From an optimization exercise on the open Yosys and OpenROAD flow, aimed at small area; shortcuts taken in it are not production practice.
Only simulation tests tie the RTL to the original design; equivalence was not proved.
Power is estimated from default activity; no workload was simulated.

== rev 12 ==
## ir_stage
module ir_stage (
  input  wire logic                         clk_i,
  input  wire logic                         rst_ni,
  input  wire logic [1:0]                   us_valid_i,
  input  wire ir_pkg::instr_t                       us_instr0_i,
  input  wire ir_pkg::instr_t                       us_instr1_i,
  output logic [1:0]                        ir_rdy_o,
  output ir_pkg::reg_addr_t                         rf_raddr_p0a_o,
  output ir_pkg::reg_addr_t                         rf_raddr_p0b_o,
  output ir_pkg::reg_addr_t                         rf_raddr_p1a_o,
  output ir_pkg::reg_addr_t                         rf_raddr_p1b_o,
  input  wire ir_pkg::reg_data_t                    rf_rdata_p0a_i,
  input  wire ir_pkg::reg_data_t                    rf_rdata_p0b_i,
  input  wire ir_pkg::reg_data_t                    rf_rdata_p1a_i,
  input  wire ir_pkg::reg_data_t                    rf_rdata_p1b_i,
  input  wire logic [ir_pkg::NUM_WR_PORTS-1:0]      rf_we_i,
  input  wire ir_pkg::reg_addr_t [ir_pkg::NUM_WR_PORTS-1:0] rf_waddr_i,
  ...
For scale: about 0.016 mm^2 of cells after synthesis.
==> flow/config.mk <==
export PLATFORM = sky130hd
export DESIGN_NAME = ir_stage
export DESIGN_NICKNAME = ir_stage
export VERILOG_FILES = /design/flow/design.v
export SDC_FILE = /design/flow/constraint.sdc
export NUM_CORES = 4
export LEC_CHECK = 0
export CAP_MARGIN = 10
export CORE_MARGIN = 2
export CORE_UTILIZATION = 25
export PLACE_DENSITY = 0.8
export SLEW_MARGIN = 10
export SYNTH_HIERARCHICAL = 1
==> flow/constraint.sdc <==
create_clock -name core_clock -period 6.0 [get_ports {clk_i}]
set_input_delay 1.2000 -clock core_clock [delete_from_list [all_inputs] [get_ports {clk_i}]]
set_output_delay 1.2000 -clock core_clock [all_outputs]
set_load 0.01 [all_outputs]
standard.sh (not shown) runs the stock make flow with config.mk's settings and CLKGATE_MAP_FILE= SYNTH_SCRIPT=/design/flow/synth_recipe.tcl, a recipe that flattens the netlist after the stock synthesis.
==> flow/flow/run.sh <==
#!/bin/bash
# Standard ORFS layout (standard synthesis unchanged). Combinational cells
# start at their smallest size before floorplan, port buffers use the
# smallest buffer cell, CTS skips dummy loads.
set -euo pipefail
export BUFFER_PORTS_ARGS="-buffer_cell sky130_fd_sc_hd__buf_1"
export CTS_ARGS="-sink_clustering_enable -repair_clock_nets -dont_use_dummy_load -buf_list sky130_fd_sc_hd__clkbuf_4 -sink_clustering_size 9 -sink_clustering_max_diameter 50"
export PRE_FLOORPLAN_TCL="$(pwd)/flow/downsize.tcl"
bash standard.sh > standard_flow.log 2>&1
==> flow/flow/downsize.tcl <==
# Before floorplan: give every combinational cell the smallest drive strength
# of its own function. Later repair (slew, capacitance, timing) sizes up again
# where the loads need it. Registers, buffers and clock cells are left alone.
set db [ord::get_db]
set block [ord::get_db_block]
set dont_use {}
if { [info exists ::env(DONT_USE_CELLS)] } { set dont_use $::env(DONT_USE_CELLS) }
array set smallest {}
foreach lib [$db getLibs] {
  foreach m [$lib getMasters] {
    set n [$m getName]
    if { ![regexp {^(sky130_fd_sc_hd__[a-z0-9]+)_[0-9]+$} $n -> base] } { continue }
    if { [lsearch -exact $dont_use $n] >= 0 } { continue }
    set a [expr { [$m getWidth] * [$m getHeight] }]
    if { ![info exists smallest($base)] || $a < [lindex $smallest($base) 1] } {
      set smallest($base) [list $m $a]
    }
  }
}
set n_swapped 0
set saved 0
foreach inst [$block getInsts] {
  set m [$inst getMaster]
  set n [$m getName]
  if { ![regexp {^(sky130_fd_sc_hd__([a-z0-9]+))_[0-9]+$} $n -> base short] } { continue }
  if { [regexp {^(df|edf|sdf|sedf|dl|buf|clkbuf|clkdly|dlygate|dlymetal|tap|conb|diode|fill|decap|clkinv|lpflow|probe|ebuf|einv)} $short] } { continue }
  if { ![info exists smallest($base)] } { continue }
  set nm [lindex $smallest($base) 0]
  if { $nm eq $m } { continue }
  set a [expr { [$m getWidth] * [$m getHeight] }]
  if { [lindex $smallest($base) 1] >= $a } { continue }
  if { [$inst swapMaster $nm] } {
    incr n_swapped
    set saved [expr { $saved + $a - [lindex $smallest($base) 1] }]
  }
}
puts "downsize: $n_swapped cells swapped to their smallest size, [expr { $saved / 1e6 }] um^2 less"
## Diff of input files: rev 13 against rev 12
# rev 12
export LEC_CHECK = 0
export CAP_MARGIN = 10
export CORE_MARGIN = 2
export CORE_UTILIZATION = 25
export PLACE_DENSITY = 0.8
export SLEW_MARGIN = 10
export SYNTH_HIERARCHICAL = 1
create_clock -name core_clock -period 6.0 [get_ports {clk_i}]
# rev 13
export LEC_CHECK = 0
export CAP_MARGIN = 10
export CORE_MARGIN = 2
export CORE_UTILIZATION = 25
export SLEW_MARGIN = 10
export SYNTH_HIERARCHICAL = 1
create_clock -name core_clock -period 6.0 [get_ports {clk_i}]
Notes after the runs:
Rev 13: clock group share of total power is 0.9 points higher than what rev 12 reported.
For rev 13, the end point of the critical path was u_slot_b.op1_q[21], unlike rev 12, where it was u_slot_b.op1_q[16].
Combinational logic power of rev 13 is on par with rev 12.
Rev 12 and rev 13 ended up with nearly the same clock transition at the registers of the reported paths.
Summary — cell count, rev 13 relative to rev 12: higher, by 10.
Going from rev 12 to rev 13, maximum clock rate ~0 delta; wire length -about 2.5%.
Sort rev 12 and rev 13 by final setup slack of the worst path desc -> top: rev 12

==> re-timing with driven ports <==
The flow's constraints put no driver on any port. The routed layouts listed below were extracted and timed again, unchanged, in two steps. Step 1: set_driving_cell puts a clkbuf_16 on clk_i and a buf_2 on each other input, an assumption about the parent block. Step 2 adds t to the input delays and takes it off the output delays; t is the mean of the earliest and latest rising clock arrival at the registers after step 1. Input paths then give back, and output paths get back, about the clock's delay inside the block. a / b / c = ideal ports / drivers / drivers and shift; a / b = the first two.
run	shift t [ns]	slack for setup (ns)	pins driven straight from the clock port
rev 12	0.792	1.076 / 1.076 / 0.297	1
rev 13	0.808	1.066 / 1.066 / 0.553	1
After both steps every run listed still meets setup and hold. The setup slack of rev 12, which loses most, moves by 0.000 ns with the drivers and by -0.779 ns with both steps.
